What follows belongs to an exercise in optimizing a design on an open flow for small area, a short achievable clock period and few clock cycles per item; a production flow would make more cautious choices. Only simulation tests tie the RTL to the original design; equivalence was not proved. Power and IR drop assume default switching activity.

<file path="design/flow/design.v">
package csr_index_pkg;
    parameter int INDEX_WIDTH   = 32;
    parameter int ADDRESS_WIDTH = 32;
    parameter int SHIFT_WIDTH   = 5;
    typedef logic [INDEX_WIDTH-1:0]   index_t;
    typedef logic [ADDRESS_WIDTH-1:0] address_t;
    typedef logic [SHIFT_WIDTH-1:0]   shift_t;
    typedef enum logic [3:0] {
        RESET       = 4'd0,
        IDLE        = 4'd1,
        SETUP       = 4'd2,
        START       = 4'd3,
        BUSY        = 4'd4,
        BUSY_TRANS  = 4'd5,
        PAUSE_TRANS = 4'd6,
        PAUSE       = 4'd7,
        DONE        = 4'd8
    } sequencer_state_t;
endpackage
`timescale 1ns/1ns
module csr_index_sequencer
(
    input  logic   ap_clk,
    input  logic   areset_generator,
    input  logic   config_valid,
    input  csr_index_pkg::index_t config_index_start,
    input  csr_index_pkg::index_t config_index_end,
    input  csr_index_pkg::index_t config_stride,
    input  logic   prog_full,
    output logic   config_accept,
    output logic   idle,
    output logic   done,
    output logic   gen_valid,
    output csr_index_pkg::index_t gen_index
);
    csr_index_pkg::sequencer_state_t state;
    csr_index_pkg::sequencer_state_t next_state;
    csr_index_pkg::index_t start_reg;
    csr_index_pkg::index_t end_reg;
    csr_index_pkg::index_t stride_reg;
    logic [csr_index_pkg::INDEX_WIDTH:0] count;
    logic                 end_hit;
    assign config_accept = config_valid && (state == csr_index_pkg::IDLE);
    always_ff @(posedge ap_clk) begin
        if (config_accept) begin
            start_reg  <= config_index_start;
            end_reg    <= config_index_end;
            stride_reg <= config_stride;
        end
    end
    always_ff @(posedge ap_clk) begin
        if (areset_generator) begin
            state <= csr_index_pkg::RESET;
        end else begin
            state <= next_state;
        end
    end
    always_comb begin
        next_state = state;
        case (state)
            csr_index_pkg::RESET: begin
                next_state = csr_index_pkg::IDLE;
            end
            csr_index_pkg::IDLE: begin
                if (config_accept) begin
                    next_state = csr_index_pkg::SETUP;
                end
            end
            csr_index_pkg::SETUP: begin
                next_state = csr_index_pkg::START;
            end
            csr_index_pkg::START: begin
                next_state = csr_index_pkg::BUSY;
            end
            csr_index_pkg::BUSY: begin
                if (end_hit) begin
                    next_state = csr_index_pkg::DONE;
                end else if (prog_full) begin
                    next_state = csr_index_pkg::PAUSE_TRANS;
                end
            end
            csr_index_pkg::PAUSE_TRANS: begin
                next_state = csr_index_pkg::PAUSE;
            end
            csr_index_pkg::PAUSE: begin
                if (!prog_full) begin
                    next_state = csr_index_pkg::BUSY_TRANS;
                end
            end
            csr_index_pkg::BUSY_TRANS: begin
                next_state = csr_index_pkg::BUSY;
            end
            csr_index_pkg::DONE: begin
                next_state = csr_index_pkg::IDLE;
            end
            default: begin
                next_state = csr_index_pkg::RESET;
            end
        endcase
    end
    assign end_hit = count >= {1'b0, end_reg};
    always_ff @(posedge ap_clk) begin
        if (state == csr_index_pkg::SETUP) begin
            count <= {1'b0, start_reg};
        end else if (gen_valid) begin
            count <= count + {1'b0, stride_reg};
        end
    end
    assign gen_valid = (state == csr_index_pkg::BUSY) && !end_hit;
    assign gen_index = count[csr_index_pkg::INDEX_WIDTH-1:0];
    assign idle = (state == csr_index_pkg::IDLE);
    assign done = (state == csr_index_pkg::DONE);
endmodule
`timescale 1ns/1ns
module csr_address_map
(
    input  logic     ap_clk,
    input  logic     areset_generator,
    input  logic     config_accept,
    input  csr_index_pkg::address_t config_base_address,
    input  csr_index_pkg::shift_t   config_shift_amount,
    input  logic     config_shift_left,
    input  logic     gen_valid,
    input  csr_index_pkg::index_t   gen_index,
    output logic     push,
    output csr_index_pkg::index_t   push_index,
    output csr_index_pkg::address_t push_address
);
    csr_index_pkg::address_t base_address;
    csr_index_pkg::shift_t   shift_amount;
    logic     shift_left;
    csr_index_pkg::address_t index_wide;
    csr_index_pkg::address_t offset;
    always_ff @(posedge ap_clk) begin
        if (config_accept) begin
            base_address <= config_base_address;
            shift_amount <= config_shift_amount;
            shift_left   <= config_shift_left;
        end
    end
    always_comb begin
        index_wide = csr_index_pkg::address_t'(gen_index);
        if (shift_left) begin
            offset = index_wide << shift_amount;
        end else begin
            offset = index_wide >> shift_amount;
        end
    end
    always_ff @(posedge ap_clk) begin
        if (areset_generator) begin
            push <= 1'b0;
        end else begin
            push <= gen_valid;
        end
    end
    always_ff @(posedge ap_clk) begin
        push_index   <= gen_index;
        push_address <= base_address + offset;
    end
endmodule
`timescale 1ns/1ns
module request_fifo
#(
    parameter int FIFO_DEPTH  = 16,
    parameter int PROG_THRESH = 8
) (
    input  logic     ap_clk,
    input  logic     areset_generator,
    input  logic     push,
    input  csr_index_pkg::index_t   push_index,
    input  csr_index_pkg::address_t push_address,
    input  logic     pop_ready,
    output logic     request_valid,
    output csr_index_pkg::index_t   request_index,
    output csr_index_pkg::address_t request_address,
    output logic     prog_full
);
    localparam int PTR_WIDTH = $clog2(FIFO_DEPTH);
    csr_index_pkg::index_t   index_mem   [FIFO_DEPTH];
    csr_index_pkg::address_t address_mem [FIFO_DEPTH];
    logic [PTR_WIDTH-1:0] wr_ptr;
    logic [PTR_WIDTH-1:0] rd_ptr;
    logic [PTR_WIDTH:0]   count;
    logic full;
    logic wr_en;
    logic rd_en;
    assign full  = count == (PTR_WIDTH+1)'(FIFO_DEPTH);
    assign wr_en = push && !full;
    assign rd_en = request_valid && pop_ready;
    always_ff @(posedge ap_clk) begin
        if (wr_en) begin
            index_mem[wr_ptr]   <= push_index;
            address_mem[wr_ptr] <= push_address;
        end
    end
    always_ff @(posedge ap_clk) begin
        if (areset_generator) begin
            wr_ptr <= '0;
            rd_ptr <= '0;
        end else begin
            if (wr_en) begin
                if (wr_ptr == PTR_WIDTH'(FIFO_DEPTH - 1)) begin
                    wr_ptr <= '0;
                end else begin
                    wr_ptr <= wr_ptr + 1'b1;
                end
            end
            if (rd_en) begin
                if (rd_ptr == PTR_WIDTH'(FIFO_DEPTH - 1)) begin
                    rd_ptr <= '0;
                end else begin
                    rd_ptr <= rd_ptr + 1'b1;
                end
            end
        end
    end
    always_ff @(posedge ap_clk) begin
        if (areset_generator) begin
            count <= '0;
        end else if (wr_en && !rd_en) begin
            count <= count + 1'b1;
        end else if (rd_en && !wr_en) begin
            count <= count - 1'b1;
        end
    end
    assign request_valid   = count != '0;
    assign request_index   = index_mem[rd_ptr];
    assign request_address = address_mem[rd_ptr];
    assign prog_full       = count >= (PTR_WIDTH+1)'(PROG_THRESH);
endmodule
`timescale 1ns/1ns
module csr_index_generator
#(
    parameter int FIFO_DEPTH  = 16,
    parameter int PROG_THRESH = 8
) (
    input  logic     ap_clk,
    input  logic     areset_generator,
    input  logic     config_valid,
    input  csr_index_pkg::index_t   config_index_start,
    input  csr_index_pkg::index_t   config_index_end,
    input  csr_index_pkg::index_t   config_stride,
    input  csr_index_pkg::address_t config_base_address,
    input  csr_index_pkg::shift_t   config_shift_amount,
    input  logic     config_shift_left,
    input  logic     request_ready,
    output logic     idle,
    output logic     done,
    output logic     request_valid,
    output csr_index_pkg::index_t   request_index,
    output csr_index_pkg::address_t request_address
);
    logic     config_accept;
    logic     gen_valid;
    csr_index_pkg::index_t   gen_index;
    logic     push;
    csr_index_pkg::index_t   push_index;
    csr_index_pkg::address_t push_address;
    logic     prog_full;
    csr_index_sequencer i_csr_index_sequencer (
        .ap_clk             (ap_clk),
        .areset_generator   (areset_generator),
        .config_valid       (config_valid),
        .config_index_start (config_index_start),
        .config_index_end   (config_index_end),
        .config_stride      (config_stride),
        .prog_full          (prog_full),
        .config_accept      (config_accept),
        .idle               (idle),
        .done               (done),
        .gen_valid          (gen_valid),
        .gen_index          (gen_index)
    );
    csr_address_map i_csr_address_map (
        .ap_clk              (ap_clk),
        .areset_generator    (areset_generator),
        .config_accept       (config_accept),
        .config_base_address (config_base_address),
        .config_shift_amount (config_shift_amount),
        .config_shift_left   (config_shift_left),
        .gen_valid           (gen_valid),
        .gen_index           (gen_index),
        .push                (push),
        .push_index          (push_index),
        .push_address        (push_address)
    );
    request_fifo #(
        .FIFO_DEPTH  (FIFO_DEPTH),
        .PROG_THRESH (PROG_THRESH)
    ) i_request_fifo (
        .ap_clk           (ap_clk),
        .areset_generator (areset_generator),
        .push             (push),
        .push_index       (push_index),
        .push_address     (push_address),
        .pop_ready        (request_ready),
        .request_valid    (request_valid),
        .request_index    (request_index),
        .request_address  (request_address),
        .prog_full        (prog_full)
    );
endmodule
</file>
<file path="design/flow/run.sh">
#!/bin/bash
# synth_recipe.tcl (not shown) runs the flow's synth.tcl, then flattens the netlist and writes it again
# the make line also repeats each setting of config.mk as NAME=value (left out here)
make -C /OpenROAD-flow-scripts/flow DESIGN_CONFIG=/design/flow/config.mk WORK_HOME=/design/flow/orfs CLKGATE_MAP_FILE= SYNTH_SCRIPT=/design/flow/synth_recipe.tcl finish
</file>
<file path="design/flow/config.mk">
export PLATFORM = sky130hd
export DESIGN_NAME = csr_index_generator
export DESIGN_NICKNAME = csr_index_generator
export VERILOG_FILES = /design/flow/design.v
export SDC_FILE = /design/flow/constraint.sdc
export NUM_CORES = 4
export LEC_CHECK = 0
export CAP_MARGIN = 20
export CORE_MARGIN = 2
export CORE_UTILIZATION = 40
export SLEW_MARGIN = 20
</file>
<file path="design/flow/constraint.sdc">
create_clock -name core_clock -period 7.0 [get_ports {ap_clk}]
set_input_delay 1.4000 -clock core_clock [delete_from_list [all_inputs] [get_ports {ap_clk}]]
set_output_delay 1.4000 -clock core_clock [all_outputs]
set_load 0.01 [all_outputs]
</file>
==> results by group <==
Outcome
  • Outcome: no timing/DRC/antenna violations

Layout
  • Final Util: 47.0%
  • Synthesis-to-finish area growth: 16.6%
  • Fill cells: 11000
  • Regs by FF count: i_request_fifo.address_mem (512), i_request_fifo.index_mem (512), i_csr_index_sequencer.count (33)
  • Share of cells above drive strength 1: 19.8%
  • Final instance area: 0.0617 mm²
  • Final antenna diode count: 0
  • Final #Nets: 3355

Timing
  • RSZ-0062 raised after global routing: false
  • Final setup vio count: 0
  • Slew HR: 30.9%
  • Final period util: 77.7%
  • Worst Skew: 0.0430 ns
  • TNS Setup: 0 ns
  • Max Clk Rate: 184 MHz
  • Pins Over Slew Limit: 0
  • Fin crit period: 5.44 ns
  • Slew @ Worst Pin: 1.04 ns
  • Final Hold Fails: 0

Synth
  • FF+latch count, synth: 1277
  • Yosys warns: 3
  • Mux contribution to synthesized area: 16.2%
  • Synth Area in XOR/XNOR: 1.03%
  • Leading area contributor after synthesis: edfxtp_1
  • Most numerous cell in the Yosys netlist: edfxtp_1
  • Synth top area share: 67.5%
  • Adder-cell share of the synthesized area: 2.57%
  • Number of flops mapped to enable cells by yosys: 1190
  • Syn Std Cell Area: 0.0529 mm²
  • Post-synth ARST share: 0%
  • Count of cell types in the netlist: 65
  • Post-synth top cells: edfxtp_1, mux4_2, nor2_1, o21ai_0, ha_1
  • Syn Nets: 3092
  • Syn avg cell area: 18.6 µm²
  • Synth Area in Compound Gates: 4.62%
  • Simple-Gate Fraction of Synth Area: 3.40%
  • Sequential-to-total area share from yosys stat: 70.8%
  • Top FF cell, synth: edfxtp_1
  • Cells after Synth: 2847
  • Largest cells by area after synthesis: edfxtp_1, mux4_2, dfxtp_1
  • Largest family of logic cells by synthesized area: multiplexers

Placement
  • PortBufs: 204
  • DP Area: 0.0574 mm²
  • GP Congestion: 0.931
  • HPWL after DPL: 81800 µm

Clocking
  • H-tree levels: 4
  • CTS Buf Count: 133
  • Max clock buf depth: 3
  • CTS Sinks: 1277
  • Hold_buf cts: 0
  • PostCTS Resize Cnt: 0
  • CTS root buf: clkbuf_16
  • Clk slew on worst S/H paths: 0.06 ns
  • Post-CTS setup buffer count: 0
  • Clock latency on the worst-skew pair: 0.77 ns
  • CTS tree: built

Min path
  • Hold Startpoint: i_csr_index_sequencer.start_reg[12]
  • Worst Hold Class: register to register

Route
  • Drc violations: 0
  • Wire per inst: 27.7 µm
  • Vias post-DR: 28300
  • Detailed Route Iter0 Violations: 2899
  • DR pass1 iterations: 5
  • ANT nets after route: 0
  • DR vias/cell: 5.70
  • DRT Wirelength: 138000 µm

Floorplan
  • Core area: 0.131 mm²
  • Die area: 0.135 mm²
  • Initial Util: 40.3%
  • # rows: 133
  • Die Height: 368 µm
  • Io pins: 205
  • Die X: 368 µm

Critical path
  • Largest delay contributor family on the critical path: compound AO/OA/AOI/OAI gates
  • Crit path max fanout: 19
  • Data arrival, critical path: 6.07 ns
  • Worst EP required: 7.63 ns
  • Critical Path Sink Type: register
  • CP Buf/Inv Count: 1
  • CP peak stage delay: 1.03 ns
  • Worst r2r src: i_csr_address_map.shift_amount[0]
  • CP startpoint kind: register
  • Crit Path Class: register to register
  • Critical-path cell list: buf_4 -> mux4_2 -> nor2_1 -> or3_1 -> o21ai_0 -> a211oi_1 -> a21oi_1 -> ha_1 -> a21o_1 -> a21o_1 -> a2111oi_0 -> o21ai_0 -> a21o_1 -> a21oi_1 -> a21oi_1 -> a221o_1 -> nor4_1
  • CP startpoint: i_csr_address_map.shift_amount[0]
  • Worst path slowest cell: edfxtp_1

Global routing
  • Initial antenna violation count: 8
  • Vias in the first global route: 29300
  • Largest net degree at the start of global routing: 98
  • First-pass GRT wire length: 202000 µm
  • Total grt overflow: 0
  • Total global-route track usage: 20.5%

Power and ir drop
  • Leakage: 20.0 nW
  • Maximum vdd ir drop: 231 µV
  • Power Density: 316 mW/mm²

Run
  • Max cap viols: 0
-- through the flow --
step	power, mW	std cells	hold slack (ns)	setup slack, ns
finish	19.5	4969	0.520	1.56
global route	20.3	4969	0.566	1.18
CTS	19.8	4969	0.524	1.58
detailed placement	12.7	4730	0.512	1.66
global placement	12.6	4730	0.476	1.82
floorplan	11.5	2847	0.424	0.864
-- logic make-up (layout without fill, tap and decap cells) --
logic type | Yosys count | count (layout)
fa+ha+maj | 107 | 107
xor+xnor | 62 | 62
flops | 1277 | 1277
mux | 417 | 417
simple gates | 386 | 386
compound gates | 398 | 398
buf+inv | 200 | 567
-- cell usage in the layout (no fill, tap or decap), types with 28 or more instances in the layout --
master,count
a21o_1,49
a21oi_1,99
buf_4,49
clkbuf_1,33
clkbuf_16,138
clkdlybuf4s50_1,204
dfxtp_1,83
edfxtp_1,1190
ha_1,104
inv_1,62
mux2i_1,65
mux4_2,346
nand2_1,79
nand2b_1,30
nor2_1,143
o21ai_0,130
xnor2_1,34
xor2_1,28
-- final timing paths --
path / cells past startpoint / endpoint / slack (ns)
setup / recovery: 17 / i_csr_address_map.push_address[31] / 1.56
hold / removal: 2 / i_csr_index_sequencer.count[12] / 0.52
setup reg to reg: 17 / i_csr_address_map.push_address[31] / 1.56
hold reg to reg: 2 / i_csr_index_sequencer.count[12] / 0.52
-- cell type report --
cell class              instances  area [µm²]  area share (%)
flip-flops and latches       1277       37500            60.7
multi-input cells            1370       14800            24.0
clock buffers                 178        3670            5.95
repair buffers                263        2610            4.23
well taps                    1755        2200            3.56
clock inverters                61         689            1.12
inverters                      65         244           0.395
-- worst reg2reg max path, cell delays in order, from the launching register on --
cell       delay, ns
edfxtp_1        1.03
buf_4           0.39
mux4_2          0.57
nor2_1          0.10
or3_1           0.10
o21ai_0         0.08
a211oi_1        0.32
a21oi_1         0.14
ha_1            0.40
a21o_1          0.18
a21o_1          0.20
a2111oi_0       0.44
o21ai_0         0.18
a21o_1          0.19
a21oi_1         0.20
a21oi_1         0.15
a221o_1         0.32
nor4_1          0.33
-- power breakdown --
group	internal (mW)	total (mW)	leakage (nW)	switching (mW)
combinational	1.74	3.22	6.40	1.48
clock	4.15	7.05	2.11	2.90
sequential	8.79	9.27	11.5	0.478
-- per-layer routing --
metal | GRT usage, % | part of all wire (%)
met5 | 0 | 0.038
met4 | 6.92 | 3.2
met3 | 3.73 | 6.1
met2 | 32.7 | 48
met1 | 28.5 | 43
Testbench counts, summed over its fixed seeds: cycles 39,024, items 23,020.

## static timing again, ports no longer ideal
Ports are ideal in the flow. The routed layout listed here was re-timed in OpenROAD. Step 1 sets driving cells, clkbuf_16 on the clock port and buf_2 on the other inputs (assumed; they add their load-dependent delay and slew). Step 2, shift: input delay + t, output delay - t, t = (earliest + latest rising clock arrival at the registers) / 2. This alone moves slack from input paths to output paths. Slacks: no drivers / after step 1 / after step 2; pairs: no drivers / after step 1.
t, ns: 0.820
slack for setup (ns): 1.560 / 1.560 / 1.560
hold slack, ns: 0.520 / 0.520 / 0.520
worst register clock-pin slew, ns: 0.07 / 0.07
worst slew at a driven data input, ns: 0.18
After both steps setup and hold are still met in this run. For this run, drivers alone change the setup slack by 0.000 ns; drivers and shift together by 0.000 ns.
